Background: an optimization exercise with open tools, aiming at small area, a short achievable clock period and few clock cycles. Do not read the settings as production practice. In this exercise RTL edits were held to simulation tests only and were not proved equivalent to the original.

==> flow/design.v, too long to show whole: its modules and the start of the top module <==
// module h64mix_mul: 1806 lines
// module h64mix_fa: 10 lines
// module hash64_multiply_mix_64bit_words_top: 171 lines
module hash64_multiply_mix_64bit_words_top (
   input  wire logic        clock,
   input  wire logic        reset,
   input  wire logic        req_valid,
   output logic             req_stall,
   input  wire logic [63:0] req_key_word,
   input  wire logic [3:0]  req_word_bytes,
   input  wire logic        req_last_word,
   input  wire logic [30:0] req_total_length,
   output logic             rsp_valid,
   input  wire logic        rsp_stall,
   output logic [63:0]      rsp_hash_value,
   input  wire logic        csr_valid,
   output logic             csr_ready,
   input  wire logic [31:0] csr_hash_seed
);
  // ...
==> flow/run.sh <==
#!/bin/bash
# synth_recipe.tcl (not shown) runs the flow's synth.tcl, then flattens the netlist and writes it again
# the make line also repeats each setting of config.mk as NAME=value (left out here)
make -C /OpenROAD-flow-scripts/flow DESIGN_CONFIG=/design/flow/config.mk WORK_HOME=/design/flow/orfs CLKGATE_MAP_FILE= SYNTH_SCRIPT=/design/flow/synth_recipe.tcl finish
==> flow/config.mk <==
export PLATFORM = sky130hd
export DESIGN_NAME = hash64_multiply_mix_64bit_words_top
export DESIGN_NICKNAME = hash64_multiply_mix_64bit_words_top
export VERILOG_FILES = /design/flow/design.v
export SDC_FILE = /design/flow/constraint.sdc
export NUM_CORES = 4
export LEC_CHECK = 0
export CAP_MARGIN = 20
export CORE_MARGIN = 2
export CORE_UTILIZATION = 40
export SETUP_SLACK_MARGIN = 5
export SLEW_MARGIN = 20
export SYNTH_HIERARCHICAL = 1
==> flow/constraint.sdc <==
create_clock -name core_clock -period 12.0 [get_ports {clock}]
set_input_delay 2.4000 -clock core_clock [delete_from_list [all_inputs] [get_ports {clock}]]
set_output_delay 2.4000 -clock core_clock [all_outputs]
set_load 0.01 [all_outputs]
==> notes.md, run 1 <==
* Ys async rst share at 0
* Outcome: finished clean
* Finished Cell Area at 0.0815 sq mm
* Synth Area in Simple Gates at 0.0432
* Dpl ws at 3.60 ns
* Area after DPL at 0.0746 sq mm
* Layout net count at approximately 8400
* Slowest CP cell: fa_1
* Slew HR at 0.250
* Grt met1 use at 0.378
* Top Layer Used: met5
* Reg-to-reg startpoint: xc_ff[49]
* Core Footprint at between 0.15 and 0.2 sq mm
* Comb_multi_in at 4078
* Max clock buf depth at 3
* Reg area at ~0.0086 sq mm
* # setup viols final at 0
* Pin count of the biggest net entering global routing at 75
* FILL cells at roughly 15000
* Clock Skews at roughly 0.064 ns
* GRT overflow at 0
* Mux cell area share after synthesis at 0.0194
* Postcts setup bufs at 230
* Seq area share at 0.106
* CTS H-tree depth at 2
* Synthesis-to-finish area growth at 18.5%
* Detailed Place HPWL at approximately 180000 um
* Critical hold path startpoint: ta_last_ff
* CLK BUF at between 50 and 60
* Critical Path End: xc_ff[57]
* Reg2Reg Setup Slack at about 4.7 ns
* Hold WS at 0.419 ns
* Predominant post-synthesis flop cell: edfxtp_1
* RSZ-0062 raised after global routing: yes
* Largest family of logic cells by synthesized area: adder cells
* CP max FO at 4
* Rows at around 150
* DRC violations left at 0
* Clk tree area frac at 0.0176
* Final period utilization at 0.611
* Chip height at 419 um
Testbench counts, summed over its fixed seeds: cycles 9,166.
==> inputs of run 2 (changes only) <==
--- a/flow/design.v
+++ b/flow/design.v
@@ -1415,401 +1415,305 @@
    wire c1409, c1410;
    h64mix_fa u_c1409 (.a(c1289), .b(c1288), .c(~c1172), .s(c1409), .co(c1410));
    wire c1411, c1412;
    h64mix_fa u_c1411 (.a(c1291), .b(c1290), .c(~c1176), .s(c1411), .co(c1412));
    wire [63:0] ra = {c1411, c1409, c1407, c1405, c1403, c1401, c1399, c1397, c1395, c1393, c1391, c1389, c1387, c1385, c1383, c1381, c1379, c1377, c1375, c1373, c1371, c1369, c1367, c1365, c1363, c1361, c1359, c1357, c1355, c1353, c1351, c1349, c1347, c1345, c1343, c1341, c1339, c1337, c1335, c1333, c1331, c1329, c1327, c1325, c1323, c1321, c1319, c1317, c1315, c1313, c1311, c1309, c1307, c1305, c1303, c1301, c1299, c1297, c1295, operand[0], operand[3], operand[2], operand[1], operand[0]};
    wire [63:0] rb = {c1410, c1408, c1406, c1404, c1402, c1400, c1398, c1396, c1394, c1392, c1390, c1388, c1386, c1384, c1382, c1380, c1378, c1376, c1374, c1372, c1370, c1368, c1366, c1364, c1362, c1360, c1358, c1356, c1354, c1352, c1350, c1348, c1346, c1344, c1342, c1340, c1338, c1336, c1334, c1332, c1330, c1328, c1326, c1324, c1322, c1320, c1318, c1316, c1314, c1312, c1310, c1308, c1306, c1304, c1302, c1300, c1298, c1296, c1294, c1293, operand[1], operand[0], 1'b0, 1'b0};
    wire [63:0] g0 = ra & rb;
    wire [63:0] p0 = ra ^ rb;
-   wire pg1 = g0[63] | (p0[63] & g0[62]);
-   wire pp1 = p0[63] & p0[62];
-   wire pg2 = g0[61] | (p0[61] & g0[60]);
-   wire pp2 = p0[61] & p0[60];
-   wire pg3 = g0[59] | (p0[59] & g0[58]);
-   wire pp3 = p0[59] & p0[58];
-   wire pg4 = g0[57] | (p0[57] & g0[56]);
-   wire pp4 = p0[57] & p0[56];
-   wire pg5 = g0[55] | (p0[55] & g0[54]);
-   wire pp5 = p0[55] & p0[54];
-   wire pg6 = g0[53] | (p0[53] & g0[52]);
-   wire pp6 = p0[53] & p0[52];
-   wire pg7 = g0[51] | (p0[51] & g0[50]);
-   wire pp7 = p0[51] & p0[50];
-   wire pg8 = g0[49] | (p0[49] & g0[48]);
-   wire pp8 = p0[49] & p0[48];
-   wire pg9 = g0[47] | (p0[47] & g0[46]);
-   wire pp9 = p0[47] & p0[46];
-   wire pg10 = g0[45] | (p0[45] & g0[44]);
-   wire pp10 = p0[45] & p0[44];
-   wire pg11 = g0[43] | (p0[43] & g0[42]);
-   wire pp11 = p0[43] & p0[42];
-   wire pg12 = g0[41] | (p0[41] & g0[40]);
-   wire pp12 = p0[41] & p0[40];
-   wire pg13 = g0[39] | (p0[39] & g0[38]);
-   wire pp13 = p0[39] & p0[38];
-   wire pg14 = g0[37] | (p0[37] & g0[36]);
-   wire pp14 = p0[37] & p0[36];
-   wire pg15 = g0[35] | (p0[35] & g0[34]);
-   wire pp15 = p0[35] & p0[34];
-   wire pg16 = g0[33] | (p0[33] & g0[32]);
-   wire pp16 = p0[33] & p0[32];
-   wire pg17 = g0[31] | (p0[31] & g0[30]);
-   wire pp17 = p0[31] & p0[30];
-   wire pg18 = g0[29] | (p0[29] & g0[28]);
-   wire pp18 = p0[29] & p0[28];
-   wire pg19 = g0[27] | (p0[27] & g0[26]);
-   wire pp19 = p0[27] & p0[26];
-   wire pg20 = g0[25] | (p0[25] & g0[24]);
-   wire pp20 = p0[25] & p0[24];
-   wire pg21 = g0[23] | (p0[23] & g0[22]);
-   wire pp21 = p0[23] & p0[22];
-   wire pg22 = g0[21] | (p0[21] & g0[20]);
-   wire pp22 = p0[21] & p0[20];
-   wire pg23 = g0[19] | (p0[19] & g0[18]);
-   wire pp23 = p0[19] & p0[18];
-   wire pg24 = g0[17] | (p0[17] & g0[16]);
-   wire pp24 = p0[17] & p0[16];
-   wire pg25 = g0[15] | (p0[15] & g0[14]);
-   wire pp25 = p0[15] & p0[14];
-   wire pg26 = g0[13] | (p0[13] & g0[12]);
-   wire pp26 = p0[13] & p0[12];
-   wire pg27 = g0[11] | (p0[11] & g0[10]);
-   wire pp27 = p0[11] & p0[10];
-   wire pg28 = g0[9] | (p0[9] & g0[8]);
-   wire pp28 = p0[9] & p0[8];
-   wire pg29 = g0[7] | (p0[7] & g0[6]);
-   wire pp29 = p0[7] & p0[6];
-   wire pg30 = g0[5] | (p0[5] & g0[4]);
-   wire pp30 = p0[5] & p0[4];
-   wire pg31 = g0[3] | (p0[3] & g0[2]);
-   wire pp31 = p0[3] & p0[2];
-   wire pg32 = g0[1] | (p0[1] & g0[0]);
-   wire pg33 = pg1 | (pp1 & pg2);
-   wire pp33 = pp1 & pp2;
-   wire pg34 = pg2 | (pp2 & pg3);
-   wire pp34 = pp2 & pp3;
-   wire pg35 = pg3 | (pp3 & pg4);
-   wire pp35 = pp3 & pp4;
-   wire pg36 = pg4 | (pp4 & pg5);
-   wire pp36 = pp4 & pp5;
-   wire pg37 = pg5 | (pp5 & pg6);
-   wire pp37 = pp5 & pp6;
-   wire pg38 = pg6 | (pp6 & pg7);
-   wire pp38 = pp6 & pp7;
-   wire pg39 = pg7 | (pp7 & pg8);
-   wire pp39 = pp7 & pp8;
-   wire pg40 = pg8 | (pp8 & pg9);
-   wire pp40 = pp8 & pp9;
-   wire pg41 = pg9 | (pp9 & pg10);
-   wire pp41 = pp9 & pp10;
-   wire pg42 = pg10 | (pp10 & pg11);
-   wire pp42 = pp10 & pp11;
-   wire pg43 = pg11 | (pp11 & pg12);
-   wire pp43 = pp11 & pp12;
-   wire pg44 = pg12 | (pp12 & pg13);
-   wire pp44 = pp12 & pp13;
-   wire pg45 = pg13 | (pp13 & pg14);
-   wire pp45 = pp13 & pp14;
-   wire pg46 = pg14 | (pp14 & pg15);
-   wire pp46 = pp14 & pp15;
-   wire pg47 = pg15 | (pp15 & pg16);
-   wire pp47 = pp15 & pp16;
-   wire pg48 = pg16 | (pp16 & pg17);
-   wire pp48 = pp16 & pp17;
-   wire pg49 = pg17 | (pp17 & pg18);
-   wire pp49 = pp17 & pp18;
-   wire pg50 = pg18 | (pp18 & pg19);
-   wire pp50 = pp18 & pp19;
-   wire pg51 = pg19 | (pp19 & pg20);
-   wire pp51 = pp19 & pp20;
-   wire pg52 = pg20 | (pp20 & pg21);
-   wire pp52 = pp20 & pp21;
-   wire pg53 = pg21 | (pp21 & pg22);
-   wire pp53 = pp21 & pp22;
-   wire pg54 = pg22 | (pp22 & pg23);
-   wire pp54 = pp22 & pp23;
-   wire pg55 = pg23 | (pp23 & pg24);
-   wire pp55 = pp23 & pp24;
-   wire pg56 = pg24 | (pp24 & pg25);
-   wire pp56 = pp24 & pp25;
-   wire pg57 = pg25 | (pp25 & pg26);
-   wire pp57 = pp25 & pp26;
-   wire pg58 = pg26 | (pp26 & pg27);
-   wire pp58 = pp26 & pp27;
-   wire pg59 = pg27 | (pp27 & pg28);
-   wire pp59 = pp27 & pp28;
-   wire pg60 = pg28 | (pp28 & pg29);
-   wire pp60 = pp28 & pp29;
-   wire pg61 = pg29 | (pp29 & pg30);
-   wire pp61 = pp29 & pp30;
-   wire pg62 = pg30 | (pp30 & pg31);
-   wire pp62 = pp30 & pp31;
-   wire pg63 = pg31 | (pp31 & pg32);
-   wire pg64 = pg33 | (pp33 & pg35);
-   wire pp64 = pp33 & pp35;
-   wire pg65 = pg34 | (pp34 & pg36);
-   wire pp65 = pp34 & pp36;
-   wire pg66 = pg35 | (pp35 & pg37);
-   wire pp66 = pp35 & pp37;
-   wire pg67 = pg36 | (pp36 & pg38);
-   wire pp67 = pp36 & pp38;
-   wire pg68 = pg37 | (pp37 & pg39);
-   wire pp68 = pp37 & pp39;
-   wire pg69 = pg38 | (pp38 & pg40);
-   wire pp69 = pp38 & pp40;
-   wire pg70 = pg39 | (pp39 & pg41);
-   wire pp70 = pp39 & pp41;
-   wire pg71 = pg40 | (pp40 & pg42);
-   wire pp71 = pp40 & pp42;
-   wire pg72 = pg41 | (pp41 & pg43);
-   wire pp72 = pp41 & pp43;
-   wire pg73 = pg42 | (pp42 & pg44);
-   wire pp73 = pp42 & pp44;
-   wire pg74 = pg43 | (pp43 & pg45);
-   wire pp74 = pp43 & pp45;
-   wire pg75 = pg44 | (pp44 & pg46);
-   wire pp75 = pp44 & pp46;
-   wire pg76 = pg45 | (pp45 & pg47);
-   wire pp76 = pp45 & pp47;
-   wire pg77 = pg46 | (pp46 & pg48);
-   wire pp77 = pp46 & pp48;
-   wire pg78 = pg47 | (pp47 & pg49);
-   wire pp78 = pp47 & pp49;
-   wire pg79 = pg48 | (pp48 & pg50);
-   wire pp79 = pp48 & pp50;
-   wire pg80 = pg49 | (pp49 & pg51);
-   wire pp80 = pp49 & pp51;
-   wire pg81 = pg50 | (pp50 & pg52);
-   wire pp81 = pp50 & pp52;
-   wire pg82 = pg51 | (pp51 & pg53);
-   wire pp82 = pp51 & pp53;
-   wire pg83 = pg52 | (pp52 & pg54);
-   wire pp83 = pp52 & pp54;
-   wire pg84 = pg53 | (pp53 & pg55);
-   wire pp84 = pp53 & pp55;
-   wire pg85 = pg54 | (pp54 & pg56);
-   wire pp85 = pp54 & pp56;
-   wire pg86 = pg55 | (pp55 & pg57);
-   wire pp86 = pp55 & pp57;
-   wire pg87 = pg56 | (pp56 & pg58);
-   wire pp87 = pp56 & pp58;
-   wire pg88 = pg57 | (pp57 & pg59);
-   wire pp88 = pp57 & pp59;
-   wire pg89 = pg58 | (pp58 & pg60);
-   wire pp89 = pp58 & pp60;
-   wire pg90 = pg59 | (pp59 & pg61);
-   wire pp90 = pp59 & pp61;
-   wire pg91 = pg60 | (pp60 & pg62);
-   wire pp91 = pp60 & pp62;
-   wire pg92 = pg61 | (pp61 & pg63);
-   wire pg93 = pg62 | (pp62 & pg32);
-   wire pg94 = pg64 | (pp64 & pg68);
-   wire pp94 = pp64 & pp68;
-   wire pg95 = pg65 | (pp65 & pg69);
-   wire pp95 = pp65 & pp69;
-   wire pg96 = pg66 | (pp66 & pg70);
-   wire pp96 = pp66 & pp70;
-   wire pg97 = pg67 | (pp67 & pg71);
-   wire pp97 = pp67 & pp71;
-   wire pg98 = pg68 | (pp68 & pg72);
-   wire pp98 = pp68 & pp72;
-   wire pg99 = pg69 | (pp69 & pg73);
-   wire pp99 = pp69 & pp73;
-   wire pg100 = pg70 | (pp70 & pg74);
-   wire pp100 = pp70 & pp74;
-   wire pg101 = pg71 | (pp71 & pg75);
-   wire pp101 = pp71 & pp75;
-   wire pg102 = pg72 | (pp72 & pg76);
-   wire pp102 = pp72 & pp76;
-   wire pg103 = pg73 | (pp73 & pg77);
-   wire pp103 = pp73 & pp77;
-   wire pg104 = pg74 | (pp74 & pg78);
-   wire pp104 = pp74 & pp78;
-   wire pg105 = pg75 | (pp75 & pg79);
-   wire pp105 = pp75 & pp79;
-   wire pg106 = pg76 | (pp76 & pg80);
-   wire pp106 = pp76 & pp80;
-   wire pg107 = pg77 | (pp77 & pg81);
-   wire pp107 = pp77 & pp81;
-   wire pg108 = pg78 | (pp78 & pg82);
-   wire pp108 = pp78 & pp82;
-   wire pg109 = pg79 | (pp79 & pg83);
-   wire pp109 = pp79 & pp83;
-   wire pg110 = pg80 | (pp80 & pg84);
-   wire pp110 = pp80 & pp84;
-   wire pg111 = pg81 | (pp81 & pg85);
-   wire pp111 = pp81 & pp85;
-   wire pg112 = pg82 | (pp82 & pg86);
-   wire pp112 = pp82 & pp86;
-   wire pg113 = pg83 | (pp83 & pg87);
-   wire pp113 = pp83 & pp87;
-   wire pg114 = pg84 | (pp84 & pg88);
-   wire pp114 = pp84 & pp88;
-   wire pg115 = pg85 | (pp85 & pg89);
-   wire pp115 = pp85 & pp89;
-   wire pg116 = pg86 | (pp86 & pg90);
-   wire pp116 = pp86 & pp90;
-   wire pg117 = pg87 | (pp87 & pg91);
-   wire pp117 = pp87 & pp91;
-   wire pg118 = pg88 | (pp88 & pg92);
-   wire pg119 = pg89 | (pp89 & pg93);
-   wire pg120 = pg90 | (pp90 & pg63);
-   wire pg121 = pg91 | (pp91 & pg32);
-   wire pg122 = pg94 | (pp94 & pg102);
-   wire pp122 = pp94 & pp102;
-   wire pg123 = pg95 | (pp95 & pg103);
-   wire pp123 = pp95 & pp103;
-   wire pg124 = pg96 | (pp96 & pg104);
-   wire pp124 = pp96 & pp104;
-   wire pg125 = pg97 | (pp97 & pg105);
-   wire pp125 = pp97 & pp105;
-   wire pg126 = pg98 | (pp98 & pg106);
-   wire pp126 = pp98 & pp106;
-   wire pg127 = pg99 | (pp99 & pg107);
-   wire pp127 = pp99 & pp107;
-   wire pg128 = pg100 | (pp100 & pg108);
-   wire pp128 = pp100 & pp108;
-   wire pg129 = pg101 | (pp101 & pg109);
-   wire pp129 = pp101 & pp109;
-   wire pg130 = pg102 | (pp102 & pg110);
-   wire pp130 = pp102 & pp110;
-   wire pg131 = pg103 | (pp103 & pg111);
-   wire pp131 = pp103 & pp111;
-   wire pg132 = pg104 | (pp104 & pg112);
-   wire pp132 = pp104 & pp112;
-   wire pg133 = pg105 | (pp105 & pg113);
-   wire pp133 = pp105 & pp113;
-   wire pg134 = pg106 | (pp106 & pg114);
-   wire pp134 = pp106 & pp114;
-   wire pg135 = pg107 | (pp107 & pg115);
-   wire pp135 = pp107 & pp115;
-   wire pg136 = pg108 | (pp108 & pg116);
-   wire pp136 = pp108 & pp116;
-   wire pg137 = pg109 | (pp109 & pg117);
-   wire pp137 = pp109 & pp117;
-   wire pg138 = pg110 | (pp110 & pg118);
-   wire pg139 = pg111 | (pp111 & pg119);
-   wire pg140 = pg112 | (pp112 & pg120);
-   wire pg141 = pg113 | (pp113 & pg121);
-   wire pg142 = pg114 | (pp114 & pg92);
-   wire pg143 = pg115 | (pp115 & pg93);
-   wire pg144 = pg116 | (pp116 & pg63);
-   wire pg145 = pg117 | (pp117 & pg32);
-   wire pg146 = pg122 | (pp122 & pg138);
-   wire pg147 = pg123 | (pp123 & pg139);
-   wire pg148 = pg124 | (pp124 & pg140);
-   wire pg149 = pg125 | (pp125 & pg141);
-   wire pg150 = pg126 | (pp126 & pg142);
-   wire pg151 = pg127 | (pp127 & pg143);
-   wire pg152 = pg128 | (pp128 & pg144);
-   wire pg153 = pg129 | (pp129 & pg145);
-   wire pg154 = pg130 | (pp130 & pg118);
-   wire pg155 = pg131 | (pp131 & pg119);
-   wire pg156 = pg132 | (pp132 & pg120);
-   wire pg157 = pg133 | (pp133 & pg121);
-   wire pg158 = pg134 | (pp134 & pg92);
-   wire pg159 = pg135 | (pp135 & pg93);
-   wire pg160 = pg136 | (pp136 & pg63);
-   wire pg161 = pg137 | (pp137 & pg32);
-   wire pg162 = g0[2] | (p0[2] & pg32);
-   wire pg163 = g0[4] | (p0[4] & pg63);
-   wire pg164 = g0[6] | (p0[6] & pg93);
-   wire pg165 = g0[8] | (p0[8] & pg92);
-   wire pg166 = g0[10] | (p0[10] & pg121);
-   wire pg167 = g0[12] | (p0[12] & pg120);
-   wire pg168 = g0[14] | (p0[14] & pg119);
-   wire pg169 = g0[16] | (p0[16] & pg118);
-   wire pg170 = g0[18] | (p0[18] & pg145);
-   wire pg171 = g0[20] | (p0[20] & pg144);
-   wire pg172 = g0[22] | (p0[22] & pg143);
-   wire pg173 = g0[24] | (p0[24] & pg142);
-   wire pg174 = g0[26] | (p0[26] & pg141);
-   wire pg175 = g0[28] | (p0[28] & pg140);
-   wire pg176 = g0[30] | (p0[30] & pg139);
-   wire pg177 = g0[32] | (p0[32] & pg138);
-   wire pg178 = g0[34] | (p0[34] & pg161);
-   wire pg179 = g0[36] | (p0[36] & pg160);
-   wire pg180 = g0[38] | (p0[38] & pg159);
-   wire pg181 = g0[40] | (p0[40] & pg158);
-   wire pg182 = g0[42] | (p0[42] & pg157);
-   wire pg183 = g0[44] | (p0[44] & pg156);
-   wire pg184 = g0[46] | (p0[46] & pg155);
-   wire pg185 = g0[48] | (p0[48] & pg154);
-   wire pg186 = g0[50] | (p0[50] & pg153);
-   wire pg187 = g0[52] | (p0[52] & pg152);
-   wire pg188 = g0[54] | (p0[54] & pg151);
-   wire pg189 = g0[56] | (p0[56] & pg150);
-   wire pg190 = g0[58] | (p0[58] & pg149);
-   wire pg191 = g0[60] | (p0[60] & pg148);
-   wire pg192 = g0[62] | (p0[62] & pg147);
+   wire pg1 = g0[1] | (p0[1] & g0[0]);
+   wire pg2 = g0[2] | (p0[2] & (g0[1] | (p0[1] & g0[0])));
+   wire pg3 = g0[3] | (p0[3] & (g0[2] | (p0[2] & (g0[1] | (p0[1] & g0[0])))));
+   wire pg4 = g0[5] | (p0[5] & g0[4]);
+   wire pp4 = p0[5] & p0[4];
+   wire pg5 = g0[6] | (p0[6] & (g0[5] | (p0[5] & g0[4])));
+   wire pp5 = p0[6] & p0[5] & p0[4];
+   wire pg6 = g0[7] | (p0[7] & (g0[6] | (p0[6] & (g0[5] | (p0[5] & g0[4])))));
+   wire pp6 = p0[7] & p0[6] & p0[5] & p0[4];
+   wire pg7 = g0[9] | (p0[9] & g0[8]);
+   wire pp7 = p0[9] & p0[8];
+   wire pg8 = g0[10] | (p0[10] & (g0[9] | (p0[9] & g0[8])));
+   wire pp8 = p0[10] & p0[9] & p0[8];
+   wire pg9 = g0[11] | (p0[11] & (g0[10] | (p0[10] & (g0[9] | (p0[9] & g0[8])))));
+   wire pp9 = p0[11] & p0[10] & p0[9] & p0[8];
+   wire pg10 = g0[13] | (p0[13] & g0[12]);
+   wire pp10 = p0[13] & p0[12];
+   wire pg11 = g0[14] | (p0[14] & (g0[13] | (p0[13] & g0[12])));
+   wire pp11 = p0[14] & p0[13] & p0[12];
+   wire pg12 = g0[15] | (p0[15] & (g0[14] | (p0[14] & (g0[13] | (p0[13] & g0[12])))));
+   wire pp12 = p0[15] & p0[14] & p0[13] & p0[12];
+   wire pg13 = g0[17] | (p0[17] & g0[16]);
+   wire pp13 = p0[17] & p0[16];
+   wire pg14 = g0[18] | (p0[18] & (g0[17] | (p0[17] & g0[16])));
+   wire pp14 = p0[18] & p0[17] & p0[16];
+   wire pg15 = g0[19] | (p0[19] & (g0[18] | (p0[18] & (g0[17] | (p0[17] & g0[16])))));
+   wire pp15 = p0[19] & p0[18] & p0[17] & p0[16];
+   wire pg16 = g0[21] | (p0[21] & g0[20]);
+   wire pp16 = p0[21] & p0[20];
+   wire pg17 = g0[22] | (p0[22] & (g0[21] | (p0[21] & g0[20])));
+   wire pp17 = p0[22] & p0[21] & p0[20];
+   wire pg18 = g0[23] | (p0[23] & (g0[22] | (p0[22] & (g0[21] | (p0[21] & g0[20])))));
+   wire pp18 = p0[23] & p0[22] & p0[21] & p0[20];
+   wire pg19 = g0[25] | (p0[25] & g0[24]);
+   wire pp19 = p0[25] & p0[24];
+   wire pg20 = g0[26] | (p0[26] & (g0[25] | (p0[25] & g0[24])));
+   wire pp20 = p0[26] & p0[25] & p0[24];
+   wire pg21 = g0[27] | (p0[27] & (g0[26] | (p0[26] & (g0[25] | (p0[25] & g0[24])))));
+   wire pp21 = p0[27] & p0[26] & p0[25] & p0[24];
+   wire pg22 = g0[29] | (p0[29] & g0[28]);
+   wire pp22 = p0[29] & p0[28];
+   wire pg23 = g0[30] | (p0[30] & (g0[29] | (p0[29] & g0[28])));
+   wire pp23 = p0[30] & p0[29] & p0[28];
+   wire pg24 = g0[31] | (p0[31] & (g0[30] | (p0[30] & (g0[29] | (p0[29] & g0[28])))));
+   wire pp24 = p0[31] & p0[30] & p0[29] & p0[28];
+   wire pg25 = g0[33] | (p0[33] & g0[32]);
+   wire pp25 = p0[33] & p0[32];
+   wire pg26 = g0[34] | (p0[34] & (g0[33] | (p0[33] & g0[32])));
+   wire pp26 = p0[34] & p0[33] & p0[32];
+   wire pg27 = g0[35] | (p0[35] & (g0[34] | (p0[34] & (g0[33] | (p0[33] & g0[32])))));
+   wire pp27 = p0[35] & p0[34] & p0[33] & p0[32];
+   wire pg28 = g0[37] | (p0[37] & g0[36]);
+   wire pp28 = p0[37] & p0[36];
+   wire pg29 = g0[38] | (p0[38] & (g0[37] | (p0[37] & g0[36])));
+   wire pp29 = p0[38] & p0[37] & p0[36];
+   wire pg30 = g0[39] | (p0[39] & (g0[38] | (p0[38] & (g0[37] | (p0[37] & g0[36])))));
+   wire pp30 = p0[39] & p0[38] & p0[37] & p0[36];
+   wire pg31 = g0[41] | (p0[41] & g0[40]);
+   wire pp31 = p0[41] & p0[40];
+   wire pg32 = g0[42] | (p0[42] & (g0[41] | (p0[41] & g0[40])));
+   wire pp32 = p0[42] & p0[41] & p0[40];
+   wire pg33 = g0[43] | (p0[43] & (g0[42] | (p0[42] & (g0[41] | (p0[41] & g0[40])))));
+   wire pp33 = p0[43] & p0[42] & p0[41] & p0[40];
+   wire pg34 = g0[45] | (p0[45] & g0[44]);
+   wire pp34 = p0[45] & p0[44];
+   wire pg35 = g0[46] | (p0[46] & (g0[45] | (p0[45] & g0[44])));
+   wire pp35 = p0[46] & p0[45] & p0[44];
+   wire pg36 = g0[47] | (p0[47] & (g0[46] | (p0[46] & (g0[45] | (p0[45] & g0[44])))));
+   wire pp36 = p0[47] & p0[46] & p0[45] & p0[44];
+   wire pg37 = g0[49] | (p0[49] & g0[48]);
+   wire pp37 = p0[49] & p0[48];
+   wire pg38 = g0[50] | (p0[50] & (g0[49] | (p0[49] & g0[48])));
+   wire pp38 = p0[50] & p0[49] & p0[48];
+   wire pg39 = g0[51] | (p0[51] & (g0[50] | (p0[50] & (g0[49] | (p0[49] & g0[48])))));
+   wire pp39 = p0[51] & p0[50] & p0[49] & p0[48];
+   wire pg40 = g0[53] | (p0[53] & g0[52]);
+   wire pp40 = p0[53] & p0[52];
+   wire pg41 = g0[54] | (p0[54] & (g0[53] | (p0[53] & g0[52])));
+   wire pp41 = p0[54] & p0[53] & p0[52];
+   wire pg42 = g0[55] | (p0[55] & (g0[54] | (p0[54] & (g0[53] | (p0[53] & g0[52])))));
+   wire pp42 = p0[55] & p0[54] & p0[53] & p0[52];
+   wire pg43 = g0[57] | (p0[57] & g0[56]);
+   wire pp43 = p0[57] & p0[56];
+   wire pg44 = g0[58] | (p0[58] & (g0[57] | (p0[57] & g0[56])));
+   wire pp44 = p0[58] & p0[57] & p0[56];
+   wire pg45 = g0[59] | (p0[59] & (g0[58] | (p0[58] & (g0[57] | (p0[57] & g0[56])))));
+   wire pp45 = p0[59] & p0[58] & p0[57] & p0[56];
+   wire pg46 = g0[61] | (p0[61] & g0[60]);
+   wire pp46 = p0[61] & p0[60];
+   wire pg47 = g0[62] | (p0[62] & (g0[61] | (p0[61] & g0[60])));
+   wire pp47 = p0[62] & p0[61] & p0[60];
+   wire pg48 = g0[63] | (p0[63] & (g0[62] | (p0[62] & (g0[61] | (p0[61] & g0[60])))));
+   wire pp48 = p0[63] & p0[62] & p0[61] & p0[60];
+   wire pg49 = g0[4] | (p0[4] & pg3);
+   wire pg50 = pg4 | (pp4 & pg3);
+   wire pg51 = pg5 | (pp5 & pg3);
+   wire pg52 = pg6 | (pp6 & pg3);
+   wire pg53 = g0[8] | (p0[8] & (pg6 | (pp6 & pg3)));
+   wire pg54 = pg7 | (pp7 & (pg6 | (pp6 & pg3)));
+   wire pg55 = pg8 | (pp8 & (pg6 | (pp6 & pg3)));
+   wire pg56 = pg9 | (pp9 & (pg6 | (pp6 & pg3)));
+   wire pg57 = g0[12] | (p0[12] & (pg9 | (pp9 & (pg6 | (pp6 & pg3)))));
+   wire pg58 = pg10 | (pp10 & (pg9 | (pp9 & (pg6 | (pp6 & pg3)))));
+   wire pg59 = pg11 | (pp11 & (pg9 | (pp9 & (pg6 | (pp6 & pg3)))));
+   wire pg60 = pg12 | (pp12 & (pg9 | (pp9 & (pg6 | (pp6 & pg3)))));
+   wire pg61 = g0[20] | (p0[20] & pg15);
+   wire pp61 = p0[20] & pp15;
+   wire pg62 = pg16 | (pp16 & pg15);
+   wire pp62 = pp16 & pp15;
+   wire pg63 = pg17 | (pp17 & pg15);
+   wire pp63 = pp17 & pp15;
+   wire pg64 = pg18 | (pp18 & pg15);
+   wire pp64 = pp18 & pp15;
+   wire pg65 = g0[24] | (p0[24] & (pg18 | (pp18 & pg15)));
+   wire pp65 = p0[24] & pp18 & pp15;
+   wire pg66 = pg19 | (pp19 & (pg18 | (pp18 & pg15)));
+   wire pp66 = pp19 & pp18 & pp15;
+   wire pg67 = pg20 | (pp20 & (pg18 | (pp18 & pg15)));
+   wire pp67 = pp20 & pp18 & pp15;
+   wire pg68 = pg21 | (pp21 & (pg18 | (pp18 & pg15)));
+   wire pp68 = pp21 & pp18 & pp15;
+   wire pg69 = g0[28] | (p0[28] & (pg21 | (pp21 & (pg18 | (pp18 & pg15)))));
+   wire pp69 = p0[28] & pp21 & pp18 & pp15;
+   wire pg70 = pg22 | (pp22 & (pg21 | (pp21 & (pg18 | (pp18 & pg15)))));
+   wire pp70 = pp22 & pp21 & pp18 & pp15;
+   wire pg71 = pg23 | (pp23 & (pg21 | (pp21 & (pg18 | (pp18 & pg15)))));
+   wire pp71 = pp23 & pp21 & pp18 & pp15;
+   wire pg72 = pg24 | (pp24 & (pg21 | (pp21 & (pg18 | (pp18 & pg15)))));
+   wire pp72 = pp24 & pp21 & pp18 & pp15;
+   wire pg73 = g0[36] | (p0[36] & pg27);
+   wire pp73 = p0[36] & pp27;
+   wire pg74 = pg28 | (pp28 & pg27);
+   wire pp74 = pp28 & pp27;
+   wire pg75 = pg29 | (pp29 & pg27);
+   wire pp75 = pp29 & pp27;
+   wire pg76 = pg30 | (pp30 & pg27);
+   wire pp76 = pp30 & pp27;
+   wire pg77 = g0[40] | (p0[40] & (pg30 | (pp30 & pg27)));
+   wire pp77 = p0[40] & pp30 & pp27;
+   wire pg78 = pg31 | (pp31 & (pg30 | (pp30 & pg27)));
+   wire pp78 = pp31 & pp30 & pp27;
+   wire pg79 = pg32 | (pp32 & (pg30 | (pp30 & pg27)));
+   wire pp79 = pp32 & pp30 & pp27;
+   wire pg80 = pg33 | (pp33 & (pg30 | (pp30 & pg27)));
+   wire pp80 = pp33 & pp30 & pp27;
+   wire pg81 = g0[44] | (p0[44] & (pg33 | (pp33 & (pg30 | (pp30 & pg27)))));
+   wire pp81 = p0[44] & pp33 & pp30 & pp27;
+   wire pg82 = pg34 | (pp34 & (pg33 | (pp33 & (pg30 | (pp30 & pg27)))));
+   wire pp82 = pp34 & pp33 & pp30 & pp27;
+   wire pg83 = pg35 | (pp35 & (pg33 | (pp33 & (pg30 | (pp30 & pg27)))));
+   wire pp83 = pp35 & pp33 & pp30 & pp27;
+   wire pg84 = pg36 | (pp36 & (pg33 | (pp33 & (pg30 | (pp30 & pg27)))));
+   wire pp84 = pp36 & pp33 & pp30 & pp27;
+   wire pg85 = g0[52] | (p0[52] & pg39);
+   wire pp85 = p0[52] & pp39;
+   wire pg86 = pg40 | (pp40 & pg39);
+   wire pp86 = pp40 & pp39;
+   wire pg87 = pg41 | (pp41 & pg39);
+   wire pp87 = pp41 & pp39;
+   wire pg88 = pg42 | (pp42 & pg39);
+   wire pp88 = pp42 & pp39;
+   wire pg89 = g0[56] | (p0[56] & (pg42 | (pp42 & pg39)));
+   wire pp89 = p0[56] & pp42 & pp39;
+   wire pg90 = pg43 | (pp43 & (pg42 | (pp42 & pg39)));
+   wire pp90 = pp43 & pp42 & pp39;
+   wire pg91 = pg44 | (pp44 & (pg42 | (pp42 & pg39)));
+   wire pp91 = pp44 & pp42 & pp39;
+   wire pg92 = pg45 | (pp45 & (pg42 | (pp42 & pg39)));
+   wire pp92 = pp45 & pp42 & pp39;
+   wire pg93 = g0[60] | (p0[60] & (pg45 | (pp45 & (pg42 | (pp42 & pg39)))));
+   wire pp93 = p0[60] & pp45 & pp42 & pp39;
+   wire pg94 = pg46 | (pp46 & (pg45 | (pp45 & (pg42 | (pp42 & pg39)))));
+   wire pp94 = pp46 & pp45 & pp42 & pp39;
+   wire pg95 = pg47 | (pp47 & (pg45 | (pp45 & (pg42 | (pp42 & pg39)))));
+   wire pp95 = pp47 & pp45 & pp42 & pp39;
+   wire pg96 = pg48 | (pp48 & (pg45 | (pp45 & (pg42 | (pp42 & pg39)))));
+   wire pp96 = pp48 & pp45 & pp42 & pp39;
+   wire pg97 = g0[16] | (p0[16] & pg60);
+   wire pg98 = pg13 | (pp13 & pg60);
+   wire pg99 = pg14 | (pp14 & pg60);
+   wire pg100 = pg15 | (pp15 & pg60);
+   wire pg101 = pg61 | (pp61 & pg60);
+   wire pg102 = pg62 | (pp62 & pg60);
+   wire pg103 = pg63 | (pp63 & pg60);
+   wire pg104 = pg64 | (pp64 & pg60);
+   wire pg105 = pg65 | (pp65 & pg60);
+   wire pg106 = pg66 | (pp66 & pg60);
+   wire pg107 = pg67 | (pp67 & pg60);
+   wire pg108 = pg68 | (pp68 & pg60);
+   wire pg109 = pg69 | (pp69 & pg60);
+   wire pg110 = pg70 | (pp70 & pg60);
+   wire pg111 = pg71 | (pp71 & pg60);
+   wire pg112 = pg72 | (pp72 & pg60);
+   wire pg113 = g0[32] | (p0[32] & (pg72 | (pp72 & pg60)));
+   wire pg114 = pg25 | (pp25 & (pg72 | (pp72 & pg60)));
+   wire pg115 = pg26 | (pp26 & (pg72 | (pp72 & pg60)));
+   wire pg116 = pg27 | (pp27 & (pg72 | (pp72 & pg60)));
+   wire pg117 = pg73 | (pp73 & (pg72 | (pp72 & pg60)));
+   wire pg118 = pg74 | (pp74 & (pg72 | (pp72 & pg60)));
+   wire pg119 = pg75 | (pp75 & (pg72 | (pp72 & pg60)));
+   wire pg120 = pg76 | (pp76 & (pg72 | (pp72 & pg60)));
+   wire pg121 = pg77 | (pp77 & (pg72 | (pp72 & pg60)));
+   wire pg122 = pg78 | (pp78 & (pg72 | (pp72 & pg60)));
+   wire pg123 = pg79 | (pp79 & (pg72 | (pp72 & pg60)));
+   wire pg124 = pg80 | (pp80 & (pg72 | (pp72 & pg60)));
+   wire pg125 = pg81 | (pp81 & (pg72 | (pp72 & pg60)));
+   wire pg126 = pg82 | (pp82 & (pg72 | (pp72 & pg60)));
+   wire pg127 = pg83 | (pp83 & (pg72 | (pp72 & pg60)));
+   wire pg128 = pg84 | (pp84 & (pg72 | (pp72 & pg60)));
+   wire pg129 = g0[48] | (p0[48] & (pg84 | (pp84 & (pg72 | (pp72 & pg60)))));
+   wire pg130 = pg37 | (pp37 & (pg84 | (pp84 & (pg72 | (pp72 & pg60)))));
+   wire pg131 = pg38 | (pp38 & (pg84 | (pp84 & (pg72 | (pp72 & pg60)))));
+   wire pg132 = pg39 | (pp39 & (pg84 | (pp84 & (pg72 | (pp72 & pg60)))));
+   wire pg133 = pg85 | (pp85 & (pg84 | (pp84 & (pg72 | (pp72 & pg60)))));
+   wire pg134 = pg86 | (pp86 & (pg84 | (pp84 & (pg72 | (pp72 & pg60)))));
+   wire pg135 = pg87 | (pp87 & (pg84 | (pp84 & (pg72 | (pp72 & pg60)))));
+   wire pg136 = pg88 | (pp88 & (pg84 | (pp84 & (pg72 | (pp72 & pg60)))));
+   wire pg137 = pg89 | (pp89 & (pg84 | (pp84 & (pg72 | (pp72 & pg60)))));
+   wire pg138 = pg90 | (pp90 & (pg84 | (pp84 & (pg72 | (pp72 & pg60)))));
+   wire pg139 = pg91 | (pp91 & (pg84 | (pp84 & (pg72 | (pp72 & pg60)))));
+   wire pg140 = pg92 | (pp92 & (pg84 | (pp84 & (pg72 | (pp72 & pg60)))));
+   wire pg141 = pg93 | (pp93 & (pg84 | (pp84 & (pg72 | (pp72 & pg60)))));
+   wire pg142 = pg94 | (pp94 & (pg84 | (pp84 & (pg72 | (pp72 & pg60)))));
+   wire pg143 = pg95 | (pp95 & (pg84 | (pp84 & (pg72 | (pp72 & pg60)))));
+   wire pg144 = pg96 | (pp96 & (pg84 | (pp84 & (pg72 | (pp72 & pg60)))));
    assign product[0] = p0[0];
    assign product[1] = p0[1] ^ g0[0];
-   assign product[2] = p0[2] ^ pg32;
-   assign product[3] = p0[3] ^ pg162;
-   assign product[4] = p0[4] ^ pg63;
-   assign product[5] = p0[5] ^ pg163;
-   assign product[6] = p0[6] ^ pg93;
-   assign product[7] = p0[7] ^ pg164;
-   assign product[8] = p0[8] ^ pg92;
-   assign product[9] = p0[9] ^ pg165;
-   assign product[10] = p0[10] ^ pg121;
-   assign product[11] = p0[11] ^ pg166;
-   assign product[12] = p0[12] ^ pg120;
-   assign product[13] = p0[13] ^ pg167;
-   assign product[14] = p0[14] ^ pg119;
-   assign product[15] = p0[15] ^ pg168;
-   assign product[16] = p0[16] ^ pg118;
-   assign product[17] = p0[17] ^ pg169;
-   assign product[18] = p0[18] ^ pg145;
-   assign product[19] = p0[19] ^ pg170;
-   assign product[20] = p0[20] ^ pg144;
-   assign product[21] = p0[21] ^ pg171;
-   assign product[22] = p0[22] ^ pg143;
-   assign product[23] = p0[23] ^ pg172;
-   assign product[24] = p0[24] ^ pg142;
-   assign product[25] = p0[25] ^ pg173;
-   assign product[26] = p0[26] ^ pg141;
-   assign product[27] = p0[27] ^ pg174;
-   assign product[28] = p0[28] ^ pg140;
-   assign product[29] = p0[29] ^ pg175;
-   assign product[30] = p0[30] ^ pg139;
-   assign product[31] = p0[31] ^ pg176;
-   assign product[32] = p0[32] ^ pg138;
-   assign product[33] = p0[33] ^ pg177;
-   assign product[34] = p0[34] ^ pg161;
-   assign product[35] = p0[35] ^ pg178;
-   assign product[36] = p0[36] ^ pg160;
-   assign product[37] = p0[37] ^ pg179;
-   assign product[38] = p0[38] ^ pg159;
-   assign product[39] = p0[39] ^ pg180;
-   assign product[40] = p0[40] ^ pg158;
-   assign product[41] = p0[41] ^ pg181;
-   assign product[42] = p0[42] ^ pg157;
-   assign product[43] = p0[43] ^ pg182;
-   assign product[44] = p0[44] ^ pg156;
-   assign product[45] = p0[45] ^ pg183;
-   assign product[46] = p0[46] ^ pg155;
-   assign product[47] = p0[47] ^ pg184;
-   assign product[48] = p0[48] ^ pg154;
-   assign product[49] = p0[49] ^ pg185;
-   assign product[50] = p0[50] ^ pg153;
-   assign product[51] = p0[51] ^ pg186;
-   assign product[52] = p0[52] ^ pg152;
-   assign product[53] = p0[53] ^ pg187;
-   assign product[54] = p0[54] ^ pg151;
-   assign product[55] = p0[55] ^ pg188;
-   assign product[56] = p0[56] ^ pg150;
-   assign product[57] = p0[57] ^ pg189;
-   assign product[58] = p0[58] ^ pg149;
-   assign product[59] = p0[59] ^ pg190;
-   assign product[60] = p0[60] ^ pg148;
-   assign product[61] = p0[61] ^ pg191;
-   assign product[62] = p0[62] ^ pg147;
-   assign product[63] = p0[63] ^ pg192;
+   assign product[2] = p0[2] ^ pg1;
+   assign product[3] = p0[3] ^ pg2;
+   assign product[4] = p0[4] ^ pg3;
+   assign product[5] = p0[5] ^ pg49;
+   assign product[6] = p0[6] ^ pg50;
+   assign product[7] = p0[7] ^ pg51;
+   assign product[8] = p0[8] ^ pg52;
+   assign product[9] = p0[9] ^ pg53;
+   assign product[10] = p0[10] ^ pg54;
+   assign product[11] = p0[11] ^ pg55;
+   assign product[12] = p0[12] ^ pg56;
+   assign product[13] = p0[13] ^ pg57;
+   assign product[14] = p0[14] ^ pg58;
+   assign product[15] = p0[15] ^ pg59;
+   assign product[16] = p0[16] ^ pg60;
+   assign product[17] = p0[17] ^ pg97;
+   assign product[18] = p0[18] ^ pg98;
+   assign product[19] = p0[19] ^ pg99;
+   assign product[20] = p0[20] ^ pg100;
+   assign product[21] = p0[21] ^ pg101;
+   assign product[22] = p0[22] ^ pg102;
+   assign product[23] = p0[23] ^ pg103;
+   assign product[24] = p0[24] ^ pg104;
+   assign product[25] = p0[25] ^ pg105;
+   assign product[26] = p0[26] ^ pg106;
+   assign product[27] = p0[27] ^ pg107;
+   assign product[28] = p0[28] ^ pg108;
+   assign product[29] = p0[29] ^ pg109;
+   assign product[30] = p0[30] ^ pg110;
+   assign product[31] = p0[31] ^ pg111;
+   assign product[32] = p0[32] ^ pg112;
+   assign product[33] = p0[33] ^ pg113;
+   assign product[34] = p0[34] ^ pg114;
+   assign product[35] = p0[35] ^ pg115;
+   assign product[36] = p0[36] ^ pg116;
+   assign product[37] = p0[37] ^ pg117;
+   assign product[38] = p0[38] ^ pg118;
+   assign product[39] = p0[39] ^ pg119;
+   assign product[40] = p0[40] ^ pg120;
+   assign product[41] = p0[41] ^ pg121;
+   assign product[42] = p0[42] ^ pg122;
+   assign product[43] = p0[43] ^ pg123;
+   assign product[44] = p0[44] ^ pg124;
+   assign product[45] = p0[45] ^ pg125;
+   assign product[46] = p0[46] ^ pg126;
+   assign product[47] = p0[47] ^ pg127;
+   assign product[48] = p0[48] ^ pg128;
+   assign product[49] = p0[49] ^ pg129;
+   assign product[50] = p0[50] ^ pg130;
+   assign product[51] = p0[51] ^ pg131;
+   assign product[52] = p0[52] ^ pg132;
+   assign product[53] = p0[53] ^ pg133;
+   assign product[54] = p0[54] ^ pg134;
+   assign product[55] = p0[55] ^ pg135;
+   assign product[56] = p0[56] ^ pg136;
+   assign product[57] = p0[57] ^ pg137;
+   assign product[58] = p0[58] ^ pg138;
+   assign product[59] = p0[59] ^ pg139;
+   assign product[60] = p0[60] ^ pg140;
+   assign product[61] = p0[61] ^ pg141;
+   assign product[62] = p0[62] ^ pg142;
+   assign product[63] = p0[63] ^ pg143;
 endmodule
 module h64mix_fa (
    input  wire logic a,
    input  wire logic b,
    input  wire logic c,
    output logic      s,
    output logic      co
 );
==> run 2 against run 1 <==
Effect of this change: clock skew grew 0.0042 ns; synthesized cell count grew 0.54%; wire length shrank 0.87%; still clean on timing, DRC and antenna; utilization shrank 0.39 points.
==> notes.md, run 2 <==
* Avg Cell Area, Syn at about 13 sq um
* Starting Density at 0.402
* Initial antenna violation count at 8
* EDFF count, synth at 260
* # setup viols final at 0 (unchanged)
* Element type at the critical path end: flip-flop
* Outcome: finished clean
* Final period utilization at 0.593 (-0.0172)
* Total GRT Usage at 0.289
* Post-synth top cells: fa_1 (2061), inv_1 (731), edfxtp_1 (260)
* Iter 0 DRT Violations at about 4800
* Post-Syn Area at a little under 0.07 sq mm
* Die Wd at 416 um
* CP max FO at 11 (+7)
* Slew HR at 0.271 (+0.0218)
* Clock slew at reported path FFs at about 0.060 ns
* Die Area at 0.173 sq mm
* CTS tree: done
* Fin. Hold Viols at 0
* Max clock buf depth at 3 (unchanged)
* DP Cell Count at between 7000 and 8000
* Vias in the first global route at approximately 50000
* Vias at ~45000
* CP Data Arrival Time at roughly 7.4 ns
* Area after DPL at 0.0737 sq mm (-1.2%)
* Cell chain of the critical path: buf_12, fa_1, fa_1, fa_1, fa_1, fa_1, fa_1, ha_4, a21o_1, a21o_1, a21oi_2, o211ai_1, a31oi_4, a21bo_1, a211oi_2, or3_4, a21o_1, xor2_4, mux2i_1, xnor2_1, a211oi_1, a21oi_1
* RePlAce Congestion at approximately 1
* WP data required at between 10 and 15 ns
* Pin count of the biggest net entering global routing at 77 (+2.7%)
* Post-Route Setup TNS at 0 ns
* Register area share after synthesis at 0.127
* Clk latency of the worst-skew pair at 0.66 ns
* First-pass GRT wire length at 355000 um
* YS warnings at 7
* Critical path's top delay family: adder cells
* Chip height at 416 um (-0.59%)
* Minimum clock period at 7.12 ns
* Tightest Pin Transition at between 1 and 1.5 ns
* Max incr delay on CP at about 0.58 ns
* Worst Hold Class: reg -> reg
* Non-Filler Instances at around 8100
* Cells after synthesis at around 5300
* Clock sinks at 301
* Bufs and invs on worst path at 1
* Detailed Place HPWL at 180000 um (-2.6%)
* CTS buffer count at 39
* # IOs at slightly above 200
* Top-count cell post-synth: fa_1
* Ys async rst share at 0 (unchanged)
* Synthesis-to-finish area growth at 17.5%
* Clock Skews at 0.0679 ns (+0.00418 ns)
* Slowest CP cell: fa_1
* Yosys reg bits at between 300 and 400
* Post-route ant nets at 0
* Rows at 151 (-0.66%)
* Initial DRT Pass Iterations at 7
* Layout net count at 8259 (-1.2%)
* Share of cells above drive strength 1 at 0.134
* GRT overflow at 0 (unchanged)
* Port bufs at between 200 and 250
* Syn nets at 7708
* DR vias/cell at around 5.6
* WL final at 245000 um
* Fmax achieved at 140 MHz
* Root Buffer: clkbuf_16
* CP Launch Type: flip-flop
* WL per Instance at approximately 30 um
* Largest cells by area after synthesis: fa_1 (61%), edfxtp_1 (11%), ha_1 (4.6%), inv_1 (4.0%), xnor2_1 (2.9%)
* Final Max Tran Viols at 0
* Commonest non-fill, non-tap cell in the layout: fa_1
* Hold-fix buffers at CTS at 0
* Max-cap violation count at 0
* Finished Cell Area at 0.0799 sq mm (-2.0%)
* Commonest cells after routing, fill and taps aside: fa_1 (2019), inv_1 (727), buf_4 (264), edfxtp_1 (260), nor2_1 (241)
* Most frequent CP cell: fa_1
* RSZ-0062 raised after global routing: yes
* Predominant post-synthesis flop cell: edfxtp_1
* CTS H-tree depth at 2 (unchanged)
* Yosys top cell area share at 0.607
* Yosys cell types at 68
* DRC violations left at 0 (unchanged)
* Yosys top cell by area: fa_1
* Core Footprint at 0.169 sq mm (-1.2%)
* Setup CP Type: reg -> reg
## run 2: cell types whose count changed in the layout (fill, tap and decap cells not counted), sizes merged, moves of 23 or more
cell,delta
and2,+34
o21ai,-77
nor2,+130
nand2,-85
buf,-57
xnor2,+51
o22ai,+26
a21oi,+32
fa,-72
nor2b,-23
## run 2: stage by stage
step,hold slack [ns],setup WS (ns),util
after global placement,0.403,3.89,0.436
final,0.418,4.88,0.472
after floorplan,0.400,5.01,-
after CTS,0.420,4.99,0.463
after detailed placement,0.406,3.88,0.436
after global routing,0.432,4.73,0.472
## run 2: logic make-up (layout without fill, tap and decap cells)
family,count (synthesis),after routing,synth area share
adder cells (fa/ha/maj),2310,2310,0.653
buffers and inverters,839,1420,0.0475
AND/OR/NAND/NOR,713,713,0.0490
AO/OA/AOI/OAI,593,593,0.0557
XOR/XNOR,377,377,0.0486
flip-flops,301,301,0.127
multiplexers,127,127,0.0196
other,1,4,0.0000552
## run 2: path summary, 6_finish.rpt
kind	depth (start not counted)	start	slack [ns]	to
setup reg to reg	22	xc_ff[7]	4.88	xc_ff[15]
hold reg to reg	0	ta_last_ff	0.42	tb_last_ff
setup / recovery	22	xc_ff[7]	4.88	xc_ff[15]
hold / removal	0	ta_last_ff	0.42	tb_last_ff
## run 2: routing by layer
layer	track usage	up-vias	wire length (um)
met5	0	-	67
met4	0.159	8	17500
met3	0.0637	617	23900
met2	0.455	2765	114000
met1	0.372	24400	90000
li1	-	17600	-
## run 2: area by class of cell
cell class	count	area [sq um]
antenna	3	7.51
clock buffer	49	1030
clock inverter	22	263
fill	14800	89200
inverter	731	2750
multi-input combinational	4121	57900
sequential	301	8630
tap	2218	2780
timing repair buffer	618	6520
## run 2: per-module statistics from Yosys (local to each module, per instance)
module,copies in the design,cells inside,flops+latches
h64mix_fa,2040,1,0
h64mix_mul,3,555,0
hash64_multiply_mix_64bit_words_top,1,1556,301
## run 2: repair_timing
item / in CTS / in global routing
setup buffers: 179 / 70
resized for setup: 301 / 209
pin swaps: 103 / 114
setup endpoints to repair: 133 / 75
gates cloned: 4 / 3
Testbench counts of run 2, summed over its fixed seeds: cycles 9,166.

[static timing again, ports no longer ideal]
In the flow no input, the clock included, has a driving cell. The finished layouts below were timed again as built, in two steps. Step 1 (the two cells are an assumption about what drives the block):
set clk [get_ports {clock}]
set_driving_cell -lib_cell sky130_fd_sc_hd__clkbuf_16 $clk
set_driving_cell -lib_cell sky130_fd_sc_hd__buf_2 [delete_from_list [all_inputs] $clk]
Step 2 also shifts input and output timing later by t, the mid clock arrival at the registers, as if the neighbouring blocks saw the same clock. Slacks: no drivers / after step 1 / after step 2; pairs: no drivers / after step 1.
| run | t, ns | setup WS [ns] | hold WS [ns] | worst setup path at the end | worst data-port slew with drivers (ns) |
|---|---|---|---|---|---|
| run 1 | 0.730 | 4.673 / 4.673 / 4.673 | 0.419 / 0.419 / 0.419 | register to register | 0.10 |
| run 2 | 0.695 | 4.879 / 4.879 / 4.879 | 0.418 / 0.418 / 0.418 | register to register | 0.13 |
After both steps every run listed still meets setup and hold.
